This design comes from an exercise in tuning for small area, a short achievable clock period and few clock cycles per item on the open sky130 flow, not from production work. RTL that was checked went through simulation tests only; none was proved equivalent to the original. No functional check of the RTL was part of run 1.

[flow/constraint.sdc]
create_clock -name core_clock -period 12.0 [get_ports {clk}]
set_input_delay 2.4000 -clock core_clock [delete_from_list [all_inputs] [get_ports {clk}]]
set_output_delay 2.4000 -clock core_clock [all_outputs]
set_load 0.01 [all_outputs]
[flow/flow/run.sh]
#!/bin/bash
set -euo pipefail
export SETUP_SLACK_MARGIN=7.5
bash standard.sh > standard_flow.log 2>&1
[flow/design.v]
package fc_layer_pkg;
   localparam int DATA_W = 16;
   localparam int N_INPUTS = 8;
   localparam int N_LANES = 16;
   typedef logic signed [DATA_W-1:0] data_t;
   localparam data_t DATA_MAX = data_t'(2 ** (DATA_W - 1) - 1);
   localparam data_t DATA_MIN = data_t'(-(2 ** (DATA_W - 1)));
   typedef enum logic [2:0] {
      st_load,
      st_settle,
      st_compute,
      st_output,
      st_clear
   } seq_state_t;
endpackage
`timescale 1ns/1ps
module fc_weight_rom #(
   parameter int pos = 0
) (
   input  logic [3:0]         l,
   output logic [11:0]        dig,
   output logic signed [15:0] w15,
   output logic [14:0]        tp,
   output logic [14:0]        tn,
   output logic               wneg
);
   localparam [1535:0] T_DIG = {
      {16'h4307, 16'h4cb2, 16'h3148, 16'h46bf, 16'h0a24, 16'h104a, 16'h05c1, 16'h0296, 16'h75cb, 16'h6eb5, 16'h781a, 16'h6529},
      {16'h7228, 16'h044b, 16'h22b6, 16'h0934, 16'h5010, 16'h086c, 16'h0382, 16'h0114, 16'h23ed, 16'h2583, 16'h347d, 16'h28a3},
      {16'h358c, 16'h1860, 16'h64be, 16'h1a00, 16'h0000, 16'h6044, 16'h04a4, 16'h1a00, 16'h779c, 16'h1fa0, 16'h615a, 16'h604f},
      {16'h7650, 16'h0488, 16'h5723, 16'h08d0, 16'h00c0, 16'h0809, 16'h4420, 16'h0010, 16'h7e35, 16'h15d2, 16'h3347, 16'h7ce3},
      {16'h6229, 16'h0991, 16'h5e2f, 16'h31d9, 16'h0880, 16'h0514, 16'h4a60, 16'h00c0, 16'h7239, 16'h5acb, 16'h151f, 16'h7939},
      {16'h319e, 16'h6e81, 16'h5141, 16'h02fc, 16'h0038, 16'h3d84, 16'h5111, 16'h0228, 16'h3d87, 16'h4249, 16'h2ec0, 16'h69d6},
      {16'h0028, 16'h608e, 16'h107d, 16'h2ce0, 16'h5002, 16'h0000, 16'h380d, 16'h00c0, 16'h07f8, 16'h6b9f, 16'h06f0, 16'h7c35},
      {16'h7106, 16'h4026, 16'h0c21, 16'h3a95, 16'h2900, 16'h4002, 16'h0414, 16'h2894, 16'h507e, 16'h07e4, 16'h292b, 16'h1341}
   };
   localparam [1919:0] T_TP = {
      {16'h0000, 16'h0000, 16'h0000, 16'h0010, 16'h0000, 16'h0481, 16'h7b7f, 16'h6100, 16'h15ca, 16'h7078, 16'h8ec7, 16'h6b8f, 16'h93f7, 16'h0ea5, 16'h6725},
      {16'h0000, 16'h0000, 16'h0000, 16'h0400, 16'h0802, 16'h2461, 16'h53fe, 16'h26c2, 16'h03ad, 16'h0d2d, 16'h0122, 16'h1555, 16'h837c, 16'ha641, 16'h8b20},
      {16'h0001, 16'h0003, 16'h0001, 16'h0003, 16'h0861, 16'h2d97, 16'h7a2d, 16'h334b, 16'h45ad, 16'h635b, 16'h0861, 16'h3dcf, 16'h1a61, 16'h9013, 16'h14e9},
      {16'h0000, 16'h0000, 16'h0000, 16'h0102, 16'h0008, 16'h3130, 16'h4ec7, 16'h5316, 16'h4e07, 16'h27e5, 16'h0c22, 16'h6d72, 16'h40f0, 16'h31b0, 16'he294},
      {16'h0000, 16'h0000, 16'h0000, 16'h0002, 16'h0544, 16'h421a, 16'h38f1, 16'h3477, 16'h6368, 16'h399a, 16'h7c44, 16'h2bba, 16'h1020, 16'h440e, 16'hc3e1},
      {16'h0000, 16'h0000, 16'h0000, 16'h0240, 16'h4000, 16'h1d47, 16'h7ffd, 16'h4444, 16'h2984, 16'h3ac5, 16'h5809, 16'h251a, 16'h0e38, 16'h1459, 16'h9809},
      {16'h0000, 16'h0000, 16'h0000, 16'h2001, 16'h2805, 16'h20c1, 16'h5f3e, 16'h0fb4, 16'h0428, 16'h645b, 16'h296d, 16'h35b1, 16'h92ca, 16'h92a0, 16'h4590},
      {16'h0000, 16'h0000, 16'h0001, 16'h0681, 16'h0400, 16'h0420, 16'h7ddf, 16'h167d, 16'h543a, 16'h15ae, 16'h5555, 16'h9e25, 16'h6cd2, 16'h0504, 16'h4409}
   };
   localparam [1919:0] T_TN = {
      {16'h0000, 16'h0000, 16'h0000, 16'h0010, 16'h0000, 16'h0481, 16'h7b7f, 16'h6100, 16'h15ca, 16'h7078, 16'h8ec7, 16'h6b87, 16'h03ad, 16'h967f, 16'h98da},
      {16'h0000, 16'h0000, 16'h0000, 16'h0400, 16'h0802, 16'h2461, 16'h13fe, 16'h66c2, 16'h432d, 16'h4dad, 16'h41a0, 16'h45d7, 16'hd3e2, 16'hd29e, 16'h34df},
      {16'h0001, 16'h0003, 16'h0001, 16'h0003, 16'h0861, 16'h2d97, 16'h7a2d, 16'h334b, 16'h45ad, 16'h235b, 16'h4861, 16'h5ccb, 16'h7165, 16'h7b05, 16'heb17},
      {16'h0000, 16'h0000, 16'h0000, 16'h0102, 16'h0000, 16'h3138, 16'h4ecf, 16'h531e, 16'h4e0f, 16'h27ec, 16'h0c2b, 16'h6179, 16'h4cbb, 16'h2cdb, 16'h1d63},
      {16'h0000, 16'h0000, 16'h0000, 16'h0002, 16'h0544, 16'h421a, 16'h38f1, 16'h3477, 16'h6368, 16'h399a, 16'h7c44, 16'h03aa, 16'h2830, 16'h7810, 16'h3c1e},
      {16'h0000, 16'h0000, 16'h0000, 16'h0240, 16'h4000, 16'h1d47, 16'h7ffd, 16'h4444, 16'h2984, 16'h3a41, 16'h188d, 16'h449c, 16'h6d9e, 16'h73af, 16'h67f6},
      {16'h0000, 16'h0000, 16'h0000, 16'h2001, 16'h2805, 16'h20c1, 16'h5f3e, 16'h0fb4, 16'h0428, 16'h645b, 16'h2169, 16'h1db4, 16'hba85, 16'h28cf, 16'hba6f},
      {16'h0000, 16'h0000, 16'h0001, 16'h0681, 16'h0400, 16'h0420, 16'h7ddf, 16'h167d, 16'h543a, 16'h15ae, 16'h5555, 16'h0c05, 16'hd620, 16'hbef2, 16'hbff6}
   };
   localparam [127:0] T_WNEG = {
      {16'h4317},
      {16'hf62a},
      {16'hbdee},
      {16'hf658},
      {16'he329},
      {16'h739e},
      {16'ha02c},
      {16'hf107}
   };
   localparam [127:0] T_W15 = {
      16'h0653, 16'hee49, 16'hc5bc, 16'hbe14, 16'h9e54, 16'h541c, 16'heda5, 16'hf175
   };
   always_comb begin
      for (int b = 0; b < 12; b++) dig[b] = T_DIG[(pos*12 + b)*16 + l];
      for (int b = 0; b < 15; b++) tp[b] = T_TP[(pos*15 + b)*16 + l];
      for (int b = 0; b < 15; b++) tn[b] = T_TN[(pos*15 + b)*16 + l];
      wneg = T_WNEG[pos*16 + l];
      w15  = T_W15[pos*16 +: 16];
   end
endmodule
`timescale 1ns/1ps
module fc_mac_lane #(
   parameter int pos  = 0,
   parameter bit relu = 1'b0
) (
   input  logic [15:0] x,
   input  logic [3:0]  l,
   input  logic        is15,
   input  logic [11:0] dig,
   input  logic [15:0] s,
   output logic [15:0] s_out
);
   logic [11:0]        dig_unused;
   logic signed [15:0] w15;
   logic [14:0]        tp, tn, mag;
   logic               wneg, ovf, pos_sat;
   logic [15:0]        a;
   logic [3:0]         xone, xtwo, xneg;
   logic [3:0]         one, two, neg;
   logic [3:0][16:0]   row;
   logic [16:0]        u, v, tsum;
   logic [15:0]        sat_sum, dec, sat_ovf, res;
   logic t1, t2, t3, t4, t5, t6, t7, t8, t9, t10, t11, t12, t13, t14, t15, t16, t17, t18, t19, t20, t21, t22, t23, t24, t25, t26, t27, t28, t29, t30, t31, t32, t33, t34, t35, t36, t37, t38, t39, t40, t41, t42, t43, t44, t45, t46, t47, t48, t49, t50, t51, t52, t53, t54, t55, t56, t57, t58, t59, t60, t61, t62, t63, t64, t65, t66, t67, t68, t69, t70, t71, t72, t73, t74, t75, t76, t77, t78, t79, t80, t81, t82, t83, t84, t85, t86, t87, t88, t89, t90, t91, t92, t93, t94, t95, t96, t97, t98, t99, t100, t101, t102, t103, t104, t105, t106, t107, t108, t109, t110, t111, t112;
   fc_weight_rom #(.pos(pos)) u_rom (.l, .dig(dig_unused), .w15, .tp, .tn, .wneg);
   assign a    = is15 ? w15 : x;
   always_comb begin
      for (int r = 0; r < 4; r++) begin
         logic bl, bm, bh;
         bl = (r == 0) ? 1'b0 : x[2*r-1];
         bm = x[2*r];
         bh = x[2*r+1];
         xone[r] = bm ^ bl;
         xtwo[r] = (bh & ~bm & ~bl) | (~bh & bm & bl);
         xneg[r] = bh & ~(bm & bl);
         one[r] = is15 ? xone[r] : dig[r];
         two[r] = is15 ? xtwo[r] : dig[4+r];
         neg[r] = is15 ? xneg[r] : dig[8+r];
         for (int i = 0; i < 17; i++) begin
            logic ai, am;
            ai = (i == 16) ? a[15] : a[i];
            am = (i == 0) ? 1'b0 : a[i-1];
            row[r][i] = ((one[r] & ai) | (two[r] & am)) ^ neg[r];
         end
      end
   end
   assign t1 = row[0][4] ^ row[1][2];
   assign t2 = row[0][4] & row[1][2];
   assign t3 = row[0][5] ^ row[1][3];
   assign t4 = row[0][5] & row[1][3];
   assign t5 = row[0][6] ^ row[1][4] ^ row[2][2];
   assign t6 = (row[0][6] & row[1][4]) | (row[0][6] & row[2][2]) | (row[1][4] & row[2][2]);
   assign t7 = row[3][0] ^ neg[3];
   assign t8 = row[3][0] & neg[3];
   assign t9 = row[0][7] ^ row[1][5] ^ row[2][3];
   assign t10 = (row[0][7] & row[1][5]) | (row[0][7] & row[2][3]) | (row[1][5] & row[2][3]);
   assign t11 = row[3][1] ^ s[7];
   assign t12 = row[3][1] & s[7];
   assign t13 = row[0][8] ^ row[1][6] ^ row[2][4];
   assign t14 = (row[0][8] & row[1][6]) | (row[0][8] & row[2][4]) | (row[1][6] & row[2][4]);
   assign t15 = row[3][2] ^ s[8];
   assign t16 = row[3][2] & s[8];
   assign t17 = row[0][9] ^ row[1][7] ^ row[2][5];
   assign t18 = (row[0][9] & row[1][7]) | (row[0][9] & row[2][5]) | (row[1][7] & row[2][5]);
   assign t19 = row[3][3] ^ s[9];
   assign t20 = row[3][3] & s[9];
   assign t21 = row[0][10] ^ row[1][8] ^ row[2][6];
   assign t22 = (row[0][10] & row[1][8]) | (row[0][10] & row[2][6]) | (row[1][8] & row[2][6]);
   assign t23 = row[3][4] ^ s[10];
   assign t24 = row[3][4] & s[10];
   assign t25 = row[0][11] ^ row[1][9] ^ row[2][7];
   assign t26 = (row[0][11] & row[1][9]) | (row[0][11] & row[2][7]) | (row[1][9] & row[2][7]);
   assign t27 = row[3][5] ^ s[11];
   assign t28 = row[3][5] & s[11];
   assign t29 = row[0][12] ^ row[1][10] ^ row[2][8];
   assign t30 = (row[0][12] & row[1][10]) | (row[0][12] & row[2][8]) | (row[1][10] & row[2][8]);
   assign t31 = row[3][6] ^ s[12];
   assign t32 = row[3][6] & s[12];
   assign t33 = row[0][13] ^ row[1][11] ^ row[2][9];
   assign t34 = (row[0][13] & row[1][11]) | (row[0][13] & row[2][9]) | (row[1][11] & row[2][9]);
   assign t35 = row[3][7] ^ s[13];
   assign t36 = row[3][7] & s[13];
   assign t37 = row[0][14] ^ row[1][12] ^ row[2][10];
   assign t38 = (row[0][14] & row[1][12]) | (row[0][14] & row[2][10]) | (row[1][12] & row[2][10]);
   assign t39 = row[3][8] ^ s[14];
   assign t40 = row[3][8] & s[14];
   assign t41 = row[0][15] ^ row[1][13] ^ row[2][11];
   assign t42 = (row[0][15] & row[1][13]) | (row[0][15] & row[2][11]) | (row[1][13] & row[2][11]);
   assign t43 = row[3][9] ^ s[15];
   assign t44 = row[3][9] & s[15];
   assign t45 = row[0][16] ^ row[1][14] ^ row[2][12];
   assign t46 = (row[0][16] & row[1][14]) | (row[0][16] & row[2][12]) | (row[1][14] & row[2][12]);
   assign t47 = row[3][10] ^ s[15];
   assign t48 = row[3][10] & s[15];
   assign t49 = row[0][2] ^ row[1][0];
   assign t50 = row[0][2] & row[1][0];
   assign t51 = row[0][3] ^ row[1][1];
   assign t52 = row[0][3] & row[1][1];
   assign t53 = t1 ^ row[2][0] ^ neg[2];
   assign t54 = (t1 & row[2][0]) | (t1 & neg[2]) | (row[2][0] & neg[2]);
   assign t55 = t2 ^ t3 ^ row[2][1];
   assign t56 = (t2 & t3) | (t2 & row[2][1]) | (t3 & row[2][1]);
   assign t57 = t4 ^ t5 ^ t7;
   assign t58 = (t4 & t5) | (t4 & t7) | (t5 & t7);
   assign t59 = t6 ^ t8 ^ t9;
   assign t60 = (t6 & t8) | (t6 & t9) | (t8 & t9);
   assign t61 = t10 ^ t12 ^ t13;
   assign t62 = (t10 & t12) | (t10 & t13) | (t12 & t13);
   assign t63 = t14 ^ t16 ^ t17;
   assign t64 = (t14 & t16) | (t14 & t17) | (t16 & t17);
   assign t65 = t18 ^ t20 ^ t21;
   assign t66 = (t18 & t20) | (t18 & t21) | (t20 & t21);
   assign t67 = t22 ^ t24 ^ t25;
   assign t68 = (t22 & t24) | (t22 & t25) | (t24 & t25);
   assign t69 = t26 ^ t28 ^ t29;
   assign t70 = (t26 & t28) | (t26 & t29) | (t28 & t29);
   assign t71 = t30 ^ t32 ^ t33;
   assign t72 = (t30 & t32) | (t30 & t33) | (t32 & t33);
   assign t73 = t34 ^ t36 ^ t37;
   assign t74 = (t34 & t36) | (t34 & t37) | (t36 & t37);
   assign t75 = t38 ^ t40 ^ t41;
   assign t76 = (t38 & t40) | (t38 & t41) | (t40 & t41);
   assign t77 = t42 ^ t44 ^ t45;
   assign t78 = (t42 & t44) | (t42 & t45) | (t44 & t45);
   assign t79 = row[0][0] ^ neg[0];
   assign t80 = row[0][0] & neg[0];
   assign t81 = row[0][1] ^ s[1];
   assign t82 = row[0][1] & s[1];
   assign t83 = t49 ^ neg[1] ^ s[2];
   assign t84 = (t49 & neg[1]) | (t49 & s[2]) | (neg[1] & s[2]);
   assign t85 = t50 ^ t51 ^ s[3];
   assign t86 = (t50 & t51) | (t50 & s[3]) | (t51 & s[3]);
   assign t87 = t52 ^ t53 ^ s[4];
   assign t88 = (t52 & t53) | (t52 & s[4]) | (t53 & s[4]);
   assign t89 = t54 ^ t55 ^ s[5];
   assign t90 = (t54 & t55) | (t54 & s[5]) | (t55 & s[5]);
   assign t91 = t56 ^ t57 ^ s[6];
   assign t92 = (t56 & t57) | (t56 & s[6]) | (t57 & s[6]);
   assign t93 = t58 ^ t59 ^ t11;
   assign t94 = (t58 & t59) | (t58 & t11) | (t59 & t11);
   assign t95 = t60 ^ t61 ^ t15;
   assign t96 = (t60 & t61) | (t60 & t15) | (t61 & t15);
   assign t97 = t62 ^ t63 ^ t19;
   assign t98 = (t62 & t63) | (t62 & t19) | (t63 & t19);
   assign t99 = t64 ^ t65 ^ t23;
   assign t100 = (t64 & t65) | (t64 & t23) | (t65 & t23);
   assign t101 = t66 ^ t67 ^ t27;
   assign t102 = (t66 & t67) | (t66 & t27) | (t67 & t27);
   assign t103 = t68 ^ t69 ^ t31;
   assign t104 = (t68 & t69) | (t68 & t31) | (t69 & t31);
   assign t105 = t70 ^ t71 ^ t35;
   assign t106 = (t70 & t71) | (t70 & t35) | (t71 & t35);
   assign t107 = t72 ^ t73 ^ t39;
   assign t108 = (t72 & t73) | (t72 & t39) | (t73 & t39);
   assign t109 = t74 ^ t75 ^ t43;
   assign t110 = (t74 & t75) | (t74 & t43) | (t75 & t43);
   assign t111 = t76 ^ t77 ^ t47;
   assign t112 = (t76 & t77) | (t76 & t47) | (t77 & t47);
   assign u[0] = t79;
   assign v[0] = s[0];
   assign u[1] = t80;
   assign v[1] = t81;
   assign u[2] = t82;
   assign v[2] = t83;
   assign u[3] = t84;
   assign v[3] = t85;
   assign u[4] = t86;
   assign v[4] = t87;
   assign u[5] = t88;
   assign v[5] = t89;
   assign u[6] = t90;
   assign v[6] = t91;
   assign u[7] = t92;
   assign v[7] = t93;
   assign u[8] = t94;
   assign v[8] = t95;
   assign u[9] = t96;
   assign v[9] = t97;
   assign u[10] = t98;
   assign v[10] = t99;
   assign u[11] = t100;
   assign v[11] = t101;
   assign u[12] = t102;
   assign v[12] = t103;
   assign u[13] = t104;
   assign v[13] = t105;
   assign u[14] = t106;
   assign v[14] = t107;
   assign u[15] = t108;
   assign v[15] = t109;
   assign u[16] = t110;
   assign v[16] = t111;
   assign mag     = x[15] ? ~x[14:0] : x[14:0];
   assign ovf     = x[15] ? (mag > tn) : (mag > tp);
   assign pos_sat = x[15] ^ ~wneg;
   always_comb begin
      tsum = u + v;
      if (tsum[16] == tsum[15]) sat_sum = tsum[15:0];
      else sat_sum = tsum[16] ? 16'h8000 : 16'h7fff;
      dec = s - 16'd1;
      if (pos_sat) sat_ovf = s[15] ? {~dec[15], dec[14:0]} : 16'h7fff;
      else         sat_ovf = s[15] ? 16'h8000 : {1'b1, s[14:0]};
      res = ovf ? sat_ovf : sat_sum;
      if (relu && res[15]) s_out = '0;
      else s_out = res;
   end
endmodule
`timescale 1ns/1ps
module fc_layer_top #(
   parameter int n_inputs = fc_layer_pkg::N_INPUTS,
   parameter int n_lanes  = fc_layer_pkg::N_LANES,
   parameter int data_w   = fc_layer_pkg::DATA_W,
   parameter bit relu_en  = 1'b1
) (
   input  logic                clk,
   input  logic                reset,
   input  logic                input_valid,
   output logic                input_ready,
   input  fc_layer_pkg::data_t input_data,
   output logic                output_valid,
   input  logic                output_ready,
   output fc_layer_pkg::data_t output_data
);
   logic [7:0][15:0] xs;         
   logic [7:0]       slot_par;   
   logic [7:0]       free;       
   logic [7:0]       rd15;       
   logic [7:0]       writable;
   logic [2:0]       wcnt;       
   logic             wpar;       
   logic             h_valid;    
   logic [15:0]      h_data;
   logic             wr_go;
   logic [15:0]      wr_data;
   logic [3:0]       l_inj;      
   logic             p_inj;      
   logic             fire_inj;
   logic [7:1]       bv;
   logic [7:1][3:0]  btag;
   logic [7:1]       bpar;
   logic [7:1][15:0] bs;
   logic [7:1][11:0] bdig;       
   logic [7:1]       bis15;      
   logic [7:1]       wt;         
   logic [7:1]       blk;        
   logic [7:1]       fire;
   logic             out_stall;
   logic [7:0][15:0] s_new;      
   assign input_ready = ~h_valid;
   assign out_stall   = output_valid & ~output_ready;
   always_comb begin
      for (int j = 1; j < 8; j++) wt[j] = bv[j] & (bpar[j] ^ slot_par[j]);
      blk[7] = out_stall;
      for (int j = 6; j >= 1; j--) blk[j] = blk[j+1] | wt[j+1];
      for (int j = 1; j < 8; j++) fire[j] = bv[j] & ~wt[j] & ~blk[j];
      fire_inj = ~(slot_par[0] ^ p_inj) & ~(blk[1] | wt[1]);
      rd15[0] = fire_inj & (l_inj == 4'd15);
      for (int k = 1; k < 8; k++) rd15[k] = fire[k] & (btag[k] == 4'd15);
      writable = free | rd15;
      wr_data = h_valid ? h_data : input_data;
      wr_go   = (h_valid | input_valid) & writable[wcnt];
   end
   logic [7:0][11:0] dig_next;   
   logic [7:0][14:0] unused_t;
   logic [7:0]       unused_w;
   logic [7:0][15:0] unused_w15;
   fc_weight_rom #(.pos(0)) u_dig0 (.l(l_inj), .dig(dig_next[0]), .w15(unused_w15[0]),
                                    .tp(unused_t[0]), .tn(), .wneg(unused_w[0]));
   fc_weight_rom #(.pos(1)) u_dig1 (.l(l_inj), .dig(dig_next[1]), .w15(unused_w15[1]),
                                    .tp(unused_t[1]), .tn(), .wneg(unused_w[1]));
   for (genvar j = 2; j < 8; j++) begin : g_dig
      fc_weight_rom #(.pos(j)) u_dig (.l(btag[j-1]), .dig(dig_next[j]), .w15(unused_w15[j]),
                                      .tp(unused_t[j]), .tn(), .wneg(unused_w[j]));
   end
   fc_mac_lane #(.pos(0)) u_mac0 (
      .x(xs[0]), .l(l_inj), .is15(l_inj == 4'd15), .dig(dig_next[0]), .s(16'd0), .s_out(s_new[0])
   );
   for (genvar j = 1; j < 8; j++) begin : g_mac
      fc_mac_lane #(.pos(j), .relu(j == 7 && relu_en)) u_mac (
         .x(xs[j]), .l(btag[j]), .is15(bis15[j]), .dig(bdig[j]), .s(bs[j]), .s_out(s_new[j])
      );
   end
   always_ff @(posedge clk) begin
      if (reset) begin
         wcnt     <= '0;
         wpar     <= 1'b0;
         h_valid  <= 1'b0;
         slot_par <= '1;
         free     <= '1;
         l_inj    <= '0;
         p_inj    <= 1'b0;
         bv       <= '0;
      end else begin
         if (wr_go) begin
            slot_par[wcnt] <= wpar;
            wcnt <= wcnt + 1'b1;
            if (wcnt == 3'd7) wpar <= ~wpar;
         end
         h_valid <= h_valid ? ~writable[wcnt] : (input_valid & ~writable[wcnt]);
         for (int k = 0; k < 8; k++) begin
            if (wr_go && wcnt == 3'(k)) free[k] <= 1'b0;
            else if (rd15[k]) free[k] <= 1'b1;
         end
         if (fire_inj) begin
            l_inj <= l_inj + 1'b1;
            if (l_inj == 4'd15) p_inj <= ~p_inj;
         end
         bv[1] <= fire_inj | (bv[1] & ~fire[1]);
         for (int j = 2; j < 8; j++) bv[j] <= fire[j-1] | (bv[j] & ~fire[j]);
      end
   end
   always_ff @(posedge clk) begin
      if (~h_valid) h_data <= input_data;
      for (int k = 0; k < 8; k++) begin
         if (wr_go && wcnt == 3'(k)) xs[k] <= wr_data;
      end
      if (fire_inj) begin
         btag[1] <= l_inj;
         bdig[1] <= dig_next[1];
         bis15[1] <= (l_inj == 4'd15);
         bpar[1] <= p_inj;
         bs[1]   <= s_new[0];
      end
      for (int j = 2; j < 8; j++) begin
         if (fire[j-1]) begin
            btag[j] <= btag[j-1];
            bdig[j] <= dig_next[j];
            bis15[j] <= bis15[j-1];
            bpar[j] <= bpar[j-1];
            bs[j]   <= s_new[j-1];
         end
      end
   end
   logic [15:0] od;
   logic        ov;
   always_ff @(posedge clk) begin
      if (reset) ov <= 1'b0;
      else       ov <= fire[7] | (ov & ~output_ready);
      if (fire[7]) od <= s_new[7];
   end
   assign output_valid = ov;
   assign output_data  = od;
endmodule
[flow/config.mk]
export PLATFORM = sky130hd
export DESIGN_NAME = fc_layer_top
export DESIGN_NICKNAME = fc_layer_top
export VERILOG_FILES = /design/flow/design.v
export SDC_FILE = /design/flow/constraint.sdc
export NUM_CORES = 4
export LEC_CHECK = 0
export ABC_CLOCK_PERIOD_IN_PS = 5000
export CAP_MARGIN = 20
export CORE_MARGIN = 2
export CORE_UTILIZATION = 40
export PLACE_DENSITY = 0.6
export SLEW_MARGIN = 20
[flow/standard.sh]
#!/bin/bash
# synth_recipe.tcl (not shown) runs the flow's synth.tcl, then flattens the netlist and writes it again
# the make line also repeats each setting of config.mk as NAME=value (left out here)
make -C /OpenROAD-flow-scripts/flow DESIGN_CONFIG=/design/flow/config.mk WORK_HOME=/design/flow/orfs CLKGATE_MAP_FILE= SYNTH_SCRIPT=/design/flow/synth_recipe.tcl "${@:-finish}"
==> results of run 1 <==
-- worst min path at each step --
stage                         from  endpoint  slack (ps)  cells after the start
after global placement       bv[1]     bv[1]         470                      2
after CTS                    bv[1]     bv[1]         480                      2
after detailed placement     bv[1]     bv[1]         470                      2
after floorplan           btag[11]  btag[15]         420                      0
final                        bv[1]     bv[1]         480                      2
after global routing       bpar[1]   bpar[2]         500                      0
-- cell type report --
class                   instances  area (um^2)  area share (%)
diodes                          1         2.50         0.00361
flip-flops and latches        428        12400            17.8
well taps                    1794         2240            3.24
multi-input cells            4929        43700            63.0
repair inverters                6         71.3           0.103
clock buffers                  76         1530            2.20
inverters                     722         2800            4.04
clock inverters                17          129           0.186
repair buffers                625         6490            9.36
-- worst max-delay path, cell delays in order (launching register included) --
cell and delay, ps:
dfxtp_4 400, clkinvlp_4 180, buf_6 160, ha_4 170, or3_4 390, a31oi_4 270, buf_6 160, a221oi_2 60
xnor2_1 180, fa_1 520, inv_2 40, fa_1 460, fa_1 570, inv_2 50, ha_4 210, a21boi_1 120
a41o_1 220, a221o_1 410, a221oi_4 360, xnor2_4 220, o31ai_4 100, buf_6 160, a31o_1 180
-- sequential cells by signal (all words and copies together), names as in the netlist --
register  flops
xs          128
bs          112
bdig         81
btag         28
h_data       16
od           15
free          8
slot_par      8
bis15         7
bpar          7
bv            7
l_inj         4
wcnt          3
h_valid       1
ov            1
p_inj         1
wpar          1
-- logic make-up after synthesis --
kind of cell	count (synthesis)
buf+inv	1084
simple gates	1565
fa+ha+maj	783
flops	428
other cells	1
xor+xnor	815
mux	99
compound gates	1657
-- per-stage QoR --
step	hold WS [ps]	setup WS, ps
after floorplan	424	6250
after global placement	474	4650
after detailed placement	473	4620
after CTS	480	6250
after global routing	505	5990
final	478	6150
-- placed cells by master (no fill, tap or decap), types with 39 or more instances in the layout --
| cell type | instances |
|---|---|
| clkbuf_16 | 62 |
| o211ai_1 | 39 |
| a21oi_1 | 353 |
| nor2_4 | 43 |
| mux2i_1 | 45 |
| a22oi_1 | 152 |
| buf_12 | 46 |
| o22ai_1 | 48 |
| fa_1 | 262 |
| o21a_1 | 62 |
| inv_2 | 44 |
| o21ai_0 | 282 |
| nor2b_1 | 91 |
| nor2_2 | 46 |
| a221oi_1 | 43 |
| nand3_1 | 69 |
| buf_4 | 393 |
| ha_1 | 432 |
| inv_1 | 662 |
| a21oi_2 | 68 |
| edfxtp_1 | 378 |
| a31oi_1 | 54 |
| nor3_1 | 76 |
| xnor2_2 | 39 |
| dfxtp_1 | 46 |
| xnor2_1 | 468 |
| nand2b_1 | 56 |
| buf_6 | 111 |
| ha_4 | 57 |
| nand2_1 | 339 |
| nor2_1 | 509 |
| xor2_1 | 282 |
| a21o_1 | 64 |
-- cell usage after synthesis, types with 30 or more instances --
library cell / count
ha_1: 504
buf_2: 30
or2_2: 45
o211ai_1: 39
nor2_1: 595
o21a_1: 63
nand2_1: 362
a21o_1: 66
nor2b_1: 118
dfxtp_1: 50
a211oi_1: 42
xor2_1: 291
xnor2_1: 511
mux2_2: 34
fa_1: 274
o22ai_1: 75
o21ai_0: 332
a31oi_1: 61
nand2b_1: 57
or3_1: 34
a21oi_1: 439
a22oi_1: 186
clkbuf_1: 255
nand3_1: 73
buf_1: 56
a221oi_1: 88
mux2i_1: 57
edfxtp_1: 378
inv_1: 695
nor3_1: 101
-- timing repair --
item	4_1_cts	5_1_grt
endpoints found under the setup margin	276	289
gates resized for setup	589	256
cloned	37	11
buffers inserted	414	74
pin swaps	266	177
-- routing by layer --
metal	share of wire, %	wire length [um]	GRT usage, %
met5	0	0	0
met4	3.3	5940	7.19
met3	6.8	12100	2.88
met2	46	81500	38.9
met1	44	78700	34.2
==> results.py, run 1 <==
metrics = {
    "yosys": {
        "synth-main-ff-cell": "edfxtp_1",
        "synth_cell_types": 114,
        "synth_top_area_share_pct": 20.6,
        "seq_area_frac_synth_pct": 22.4,
        "ys_ff_latch": 428,
        "synth_compound_area_share_pct": 19.8,
        "yosys-top-cells-area": "edfxtp_1 (21%), ha_1 (11%), fa_1 (10%)",
        "synth-edff-count": 378,
        "synth_xor_area_share_pct": 13.2,
        "postSynth.asyncResetShare_pct": 0,
        "synth_top_family_by_area": "adder cells",
        "syn_inst": 6432,
        "synth_largest_area_cell": "edfxtp_1",
        "synth_area_per_cell_um2": 8.56,
        "synth_fa_ha_area_share_pct": 21.5,
        "synth-simple-area-share_pct": 13.4,
        "yosys_warnings": 17,
        "synthMuxAreaShare_pct": 1.99,
        "synth_area_mm2": 0.0550,
        "synth.net_count": 7230,
    },
    "cts": {
        "cts_buffer_depth": 3,
        "cts-buffers-inserted": 51,
        "clock-sinks": 428,
        "root_buffer": "clkbuf_16",
        "cts_hold_buf": 0,
        "cts_tree": "yes",
        "clk_pin_slew_worst_paths_ps": 50,
        "clk-insertion-delay-late_ps": 640,
        "cts_max_level": 2,
    },
    "detailed_routing": {
        "avgRoutedWirePerCell_um": 20.7,
        "num_vias": 49400,
        "dr.first_iter.drc_count": 4470,
        "postRouteAntennaNets": 0,
        "routed_wl_mm": 178,
        "drc": 0,
        "firstDrtPassIters": 5,
        "vias_per_cell": 5.75,
    },
    "final_layout": {
        "areaGrowthSynthToFinish_pct": 25.9,
        "fill_cells": 12400,
        "final_util_pct": 50.6,
        "final_cells": 8598,
        "final_cell_area_mm2": 0.0693,
        "drive_gt1_share_pct": 22.8,
        "layout.nets": 7561,
    },
    "timing": {
        "fin_crit_ps": 5850,
        "clock_skew_ps": 28.7,
        "finalCritPeriodShare_pct": 48.7,
        "maxSlewHeadroom_pct": 27.7,
        "max_freq_mhz": 171,
        "rsz0062_at_grt": "true",
        "finalMaxSlewViolations": 0,
        "setup_tns_ps": 0,
        "finalSetupViolCount": 0,
        "worst_pin_slew_ps": 1080,
        "hold_viol_final": 0,
    },
    "setup_path": {
        "r2r_slack_ps": 6150,
        "critical_path_class": "flop to flop",
        "cp-endpoint": "bs[7]",
        "worstPathArrival_ps": 6220,
        "start_kind": "flop",
        "worst-path-max-fanout": 5,
        "r2r-end": "bs[7]",
        "r2r_cells": 22,
        "timing.rr.start": "l_inj[0]",
        "worstSetupStartpoint": "l_inj[0]",
        "worst_setup_path_end_kind": "flop",
        "crit_required_ps": 12370,
    },
    "grt": {
        "grt_pass1_wl_mm": 273,
        "antenna_found_initial": 4,
        "gr-usage-all-layers_pct": 24.3,
        "grt_overflow": 0,
        "grt_start_max_net_pins": 60,
        "grt_pass1_vias": 47100,
    },
    "run_status": {
        "status": "complete, no violations",
    },
    "floorplan": {
        "num_rows": 136,
        "die_h_um": 375,
        "core_area_mm2": 0.137,
        "initial_core_util_pct": 40.2,
        "die_w_um": 375,
        "io_pins": 38,
        "die_area_mm2": 0.141,
    },
    "flow_run": {
        "drv_cap": 0,
    },
    "placement": {
        "place_area_mm2": 0.0583,
        "io_buffers": 36,
        "gp_congestion": 0.908,
        "dpl.cell_count": 7968,
        "dp_hpwl_mm": 123,
    },
    "worst_hold_path": {
        "worstHoldPathType": "flop to flop",
    },
}
==> run 2, diff against run 1 <==
--- a/flow/design.v
+++ b/flow/design.v
@@ -312,4 +312,6 @@
    logic             p_inj;      
    logic             fire_inj;
+   logic [11:0]      dig_inj;    
+   logic             is15_inj;   
    logic [7:1]       bv;
    logic [7:1][3:0]  btag;
@@ -338,11 +340,13 @@
    end
    logic [7:0][11:0] dig_next;   
+   logic [11:0]      dig_rst;    
    logic [7:0][14:0] unused_t;
    logic [7:0]       unused_w;
    logic [7:0][15:0] unused_w15;
-   fc_weight_rom #(.pos(0)) u_dig0 (.l(l_inj), .dig(dig_next[0]), .w15(unused_w15[0]),
+   fc_weight_rom #(.pos(0)) u_dig0 (.l(l_inj + 4'd1), .dig(dig_next[0]), .w15(unused_w15[0]),
                                     .tp(unused_t[0]), .tn(), .wneg(unused_w[0]));
    fc_weight_rom #(.pos(1)) u_dig1 (.l(l_inj), .dig(dig_next[1]), .w15(unused_w15[1]),
                                     .tp(unused_t[1]), .tn(), .wneg(unused_w[1]));
+   fc_weight_rom #(.pos(0)) u_dig_rst (.l(4'd0), .dig(dig_rst), .w15(), .tp(), .tn(), .wneg());
    for (genvar j = 2; j < 8; j++) begin : g_dig
       fc_weight_rom #(.pos(j)) u_dig (.l(btag[j-1]), .dig(dig_next[j]), .w15(unused_w15[j]),
@@ -350,5 +354,5 @@
    end
    fc_mac_lane #(.pos(0)) u_mac0 (
-      .x(xs[0]), .l(l_inj), .is15(l_inj == 4'd15), .dig(dig_next[0]), .s(16'd0), .s_out(s_new[0])
+      .x(xs[0]), .l(l_inj), .is15(is15_inj), .dig(dig_inj), .s(16'd0), .s_out(s_new[0])
    );
    for (genvar j = 1; j < 8; j++) begin : g_mac
@@ -365,4 +369,6 @@
          free     <= '1;
          l_inj    <= '0;
+         dig_inj  <= dig_rst;
+         is15_inj <= 1'b0;
          p_inj    <= 1'b0;
          bv       <= '0;
@@ -380,4 +386,6 @@
          if (fire_inj) begin
             l_inj <= l_inj + 1'b1;
+            dig_inj <= dig_next[0];
+            is15_inj <= (l_inj == 4'd14);
             if (l_inj == 4'd15) p_inj <= ~p_inj;
          end
@@ -394,5 +402,5 @@
          btag[1] <= l_inj;
          bdig[1] <= dig_next[1];
-         bis15[1] <= (l_inj == 4'd15);
+         bis15[1] <= is15_inj;
          bpar[1] <= p_inj;
          bs[1]   <= s_new[0];
==> flow/run.sh (new file) <==
#!/bin/bash
# synth_recipe.tcl (not shown) runs the flow's synth.tcl, then flattens the netlist and writes it again
# the make line also repeats each setting of config.mk as NAME=value (left out here)
make -C /OpenROAD-flow-scripts/flow DESIGN_CONFIG=/design/flow/config.mk WORK_HOME=/design/flow/orfs CLKGATE_MAP_FILE= SYNTH_SCRIPT=/design/flow/synth_recipe.tcl finish
--- a/flow/config.mk
+++ b/flow/config.mk
@@ -11,3 +11,4 @@
 export CORE_UTILIZATION = 40
 export PLACE_DENSITY = 0.6
+export SETUP_SLACK_MARGIN = 5
 export SLEW_MARGIN = 20
removed: flow/flow/run.sh
removed: flow/standard.sh
==> results.py, run 2 <==
metrics = {
    "setup_path": {
        "worst_setup_path_end_kind": "flop",
        "start_kind": "flop",
        "cpMaxStageDelayCell": "o21ai_1",
        "cp-endpoint": "bs[61]",
        "timing.rr.start": "xs[49]",
        "worstPathArrival_ps": 7160,
        "r2r_cells": 22,
        "critical_path_class": "flop to flop",
        "r2r_slack_ps": 5370,
        "cp_cell_sequence": "nand2_1, nor2_1, a21oi_1, a21oi_1, nor2_1, nor2_1, a221oi_1, xnor2_1, fa_1, inv_1, fa_1, inv_1, fa_1, inv_1, ha_1, nand2_1, or3_1, o221ai_1, a21boi_0, o21ai_1, nand4_1, a22oi_2",
        "worst-path-max-fanout": 15,
        "r2r-end": "bs[61]",
        "worstSetupStartpoint": "xs[49]",
        "crit_required_ps": 12530,
        "slowest_delay_ps": 830,
    },
    "floorplan": {
        "core_area_mm2": 0.138,
        "die_h_um": 377,
        "initial_core_util_pct": 40.3,
        "io_pins": 38,
        "die_area_mm2": 0.142,
        "die_w_um": 377,
        "num_rows": 136,
    },
    "timing": {
        "max_freq_mhz": 151,
        "setup_tns_ps": 0,
        "finalMaxSlewViolations": 0,
        "maxSlewHeadroom_pct": 27.6,
        "worst_pin_slew_ps": 1080,
        "finalWorstSetupSlack_ps": 5370,
        "rsz0062_at_grt": "false",
        "fin_crit_ps": 6630,
        "hold_viol_final": 0,
        "finalCritPeriodShare_pct": 55.3,
        "finalSetupViolCount": 0,
        "clock_skew_ps": 56.6,
    },
    "final_layout": {
        "layout_common_cells": "inv_1 (689), nor2_1 (573), ha_1 (504)",
        "multi_input_area_mm2": 0.0388,
        "largest_register": "xs",
        "largestRegisters": "xs x128, bs x112, bdig x81",
        "areaGrowthSynthToFinish_pct": 6.34,
        "layout.nets": 7045,
        "regArea_mm2": 0.0126,
        "final_common_cell": "inv_1",
        "fill_cells": 13600,
        "final_util_pct": 42.9,
        "drive_gt1_share_pct": 5.39,
        "final_cell_area_mm2": 0.0590,
        "largest_reg_flops": 128,
    },
    "placement": {
        "dp_hpwl_mm": 123,
        "io_buffers": 36,
        "place_area_mm2": 0.0571,
        "gp_congestion": 0.904,
        "dp_slack_ps": 5360,
    },
    "grt": {
        "gr-usage-all-layers_pct": 22.5,
        "antenna_found_initial": 7,
        "grt_start_max_net_pins": 69,
        "grt_pass1_wl_mm": 256,
        "grt_overflow": 0,
        "grt_pass1_vias": 44500,
    },
    "yosys": {
        "yosys_warnings": 17,
        "synth.net_count": 7265,
        "syn_inst": 6467,
        "synth_area_per_cell_um2": 8.58,
        "synth.most_common_cell": "inv_1",
        "seq_area_frac_synth_pct": 22.7,
        "postSynth.asyncResetShare_pct": 0,
        "synth_top_area_share_pct": 20.4,
        "synth-main-ff-cell": "edfxtp_1",
        "synth_cell_types": 113,
        "synth-edff-count": 378,
        "yosys-top-cells-area": "edfxtp_1 (20%), ha_1 (11%), fa_1 (9.9%)",
        "ys_top_cells_by_count": "inv_1 (690), nor2_1 (575), ha_1 (504), xnor2_1 (474), a21oi_1 (447)",
        "synth_largest_area_cell": "edfxtp_1",
        "synth_area_mm2": 0.0555,
        "ys_ff_latch": 441,
    },
    "cts": {
        "root_buffer": "clkbuf_16",
        "clk_pin_slew_worst_paths_ps": 70,
        "clock-sinks": 441,
        "cts-buffers-inserted": 52,
        "cts_hold_buf": 0,
        "cts_tree": "yes",
        "cts_buffer_depth": 3,
        "clk-insertion-delay-late_ps": 670,
        "cts_max_level": 2,
    },
    "detailed_routing": {
        "vias_per_cell": 5.68,
        "routed_wl_mm": 161,
        "num_vias": 45900,
        "dr.first_iter.drc_count": 4173,
        "postRouteAntennaNets": 0,
        "avgRoutedWirePerCell_um": 19.9,
        "firstDrtPassIters": 8,
        "drc": 0,
    },
    "flow_run": {
        "drv_cap": 0,
    },
    "worst_hold_path": {
        "holdPathStages": 2,
        "worstHoldPathType": "flop to flop",
    },
    "run_status": {
        "status": "complete, no violations",
    },
}
-- run 2: changes by cell type after synthesis, sizes merged, moves of 17 or more --
cell	delta
nor2b	-18
nor2	-23
mux2i	+22
xor2	+23
a22oi	+44
nand3	+17
xnor2	-38
o21bai	+25
-- run 2: cell type report --
type	count	share of cell area, %
Clock inverter	30	0.600
Multi-Input combinational cell	4941	65.8
Timing Repair Buffer	98	1.39
Tap cell	1794	3.80
Antenna cell	1	0.00424
Clock buffer	68	2.52
Sequential cell	441	21.4
Inverter	713	4.53
-- run 2: logic make-up after synthesis --
logic type / count (synthesis) / share of synthesized area, %
buffers and inverters: 1085 / 7.54
AND/OR/NAND/NOR: 1530 / 12.9
XOR/XNOR: 800 / 12.9
AO/OA/AOI/OAI: 1701 / 20.2
adder cells (fa/ha/maj): 783 / 21.3
multiplexers: 126 / 2.46
other: 1 / 0.00675
flip-flops: 441 / 22.7
-- run 2: per-stage QoR --
step                      hold WS (ps)  instances
final                              471       8086
after detailed placement           467       7986
after floorplan                    421       6467
after CTS                          475       8084
after global placement             461       7986
after global routing               488       8085
-- run 2: worst max-delay path, delay by kind of cell, from the launching register on --
family	cells	cell delay (ps)
flops	1	690
xor+xnor	1	200
buf+inv	3	140
compound gates	7	2380
simple gates	7	1270
fa+ha+maj	4	1830
-- run 2: layer usage --
layer / track usage, % / up-vias / wire [um]
li1: - / 22100 / -
met1: 32.1 / 22100 / 74000
met2: 35.7 / 1538 / 72600
met3: 2.79 / 248 / 9970
met4: 6.39 / 4 / 4570
met5: 0 / - / 23
-- run 2: worst min-delay path by stage --
stage | end | slack (ps) | start
finish | bv[3] | 470 | bv[3]
global route | bv[3] | 490 | bv[3]
CTS | bv[3] | 470 | bv[3]
detailed placement | bv[3] | 470 | bv[3]
global placement | bv[3] | 460 | bv[3]
floorplan | bis15[4] | 420 | bis15[3]
-- run 2: repair_timing --
item,in CTS,in global routing
resized for setup,0,8
setup endpoints to repair,0,41
hold endpoints to repair,0,0
setup buffers,0,0
Testbench counts of run 2, summed over its fixed seeds: cycles 3,152, items 192.

## port drivers added, routing unchanged
In the flow no input, the clock included, has a driving cell. The finished layouts below were timed again as built, in two steps. Step 1 sets driving cells, clkbuf_16 on the clock port and buf_2 on the other inputs (assumed; they add their load-dependent delay and slew). Step 2 times the ports against the registers' clock, not the clock port: input delays grow and output delays shrink by t, the midpoint of the rising clock arrivals with the driver on. a / b / c = ideal ports / drivers / drivers and shift; a / b = the first two.
run	t, ns	setup WS [ns]	clock arrival spread, ns	slew at the worst register clock pin (ns)	worst data-port slew with drivers (ns)
run 1	0.714	6.154 / 6.154 / 6.154	0.033 / 0.033	0.07 / 0.07	0.05
run 2	0.718	5.367 / 5.367 / 5.355	0.060 / 0.060	0.07 / 0.07	0.14
After both steps setup and hold are still met in every run listed. The setup slack of run 2, which loses most, moves by 0.000 ns with the drivers and by -0.012 ns with both steps.
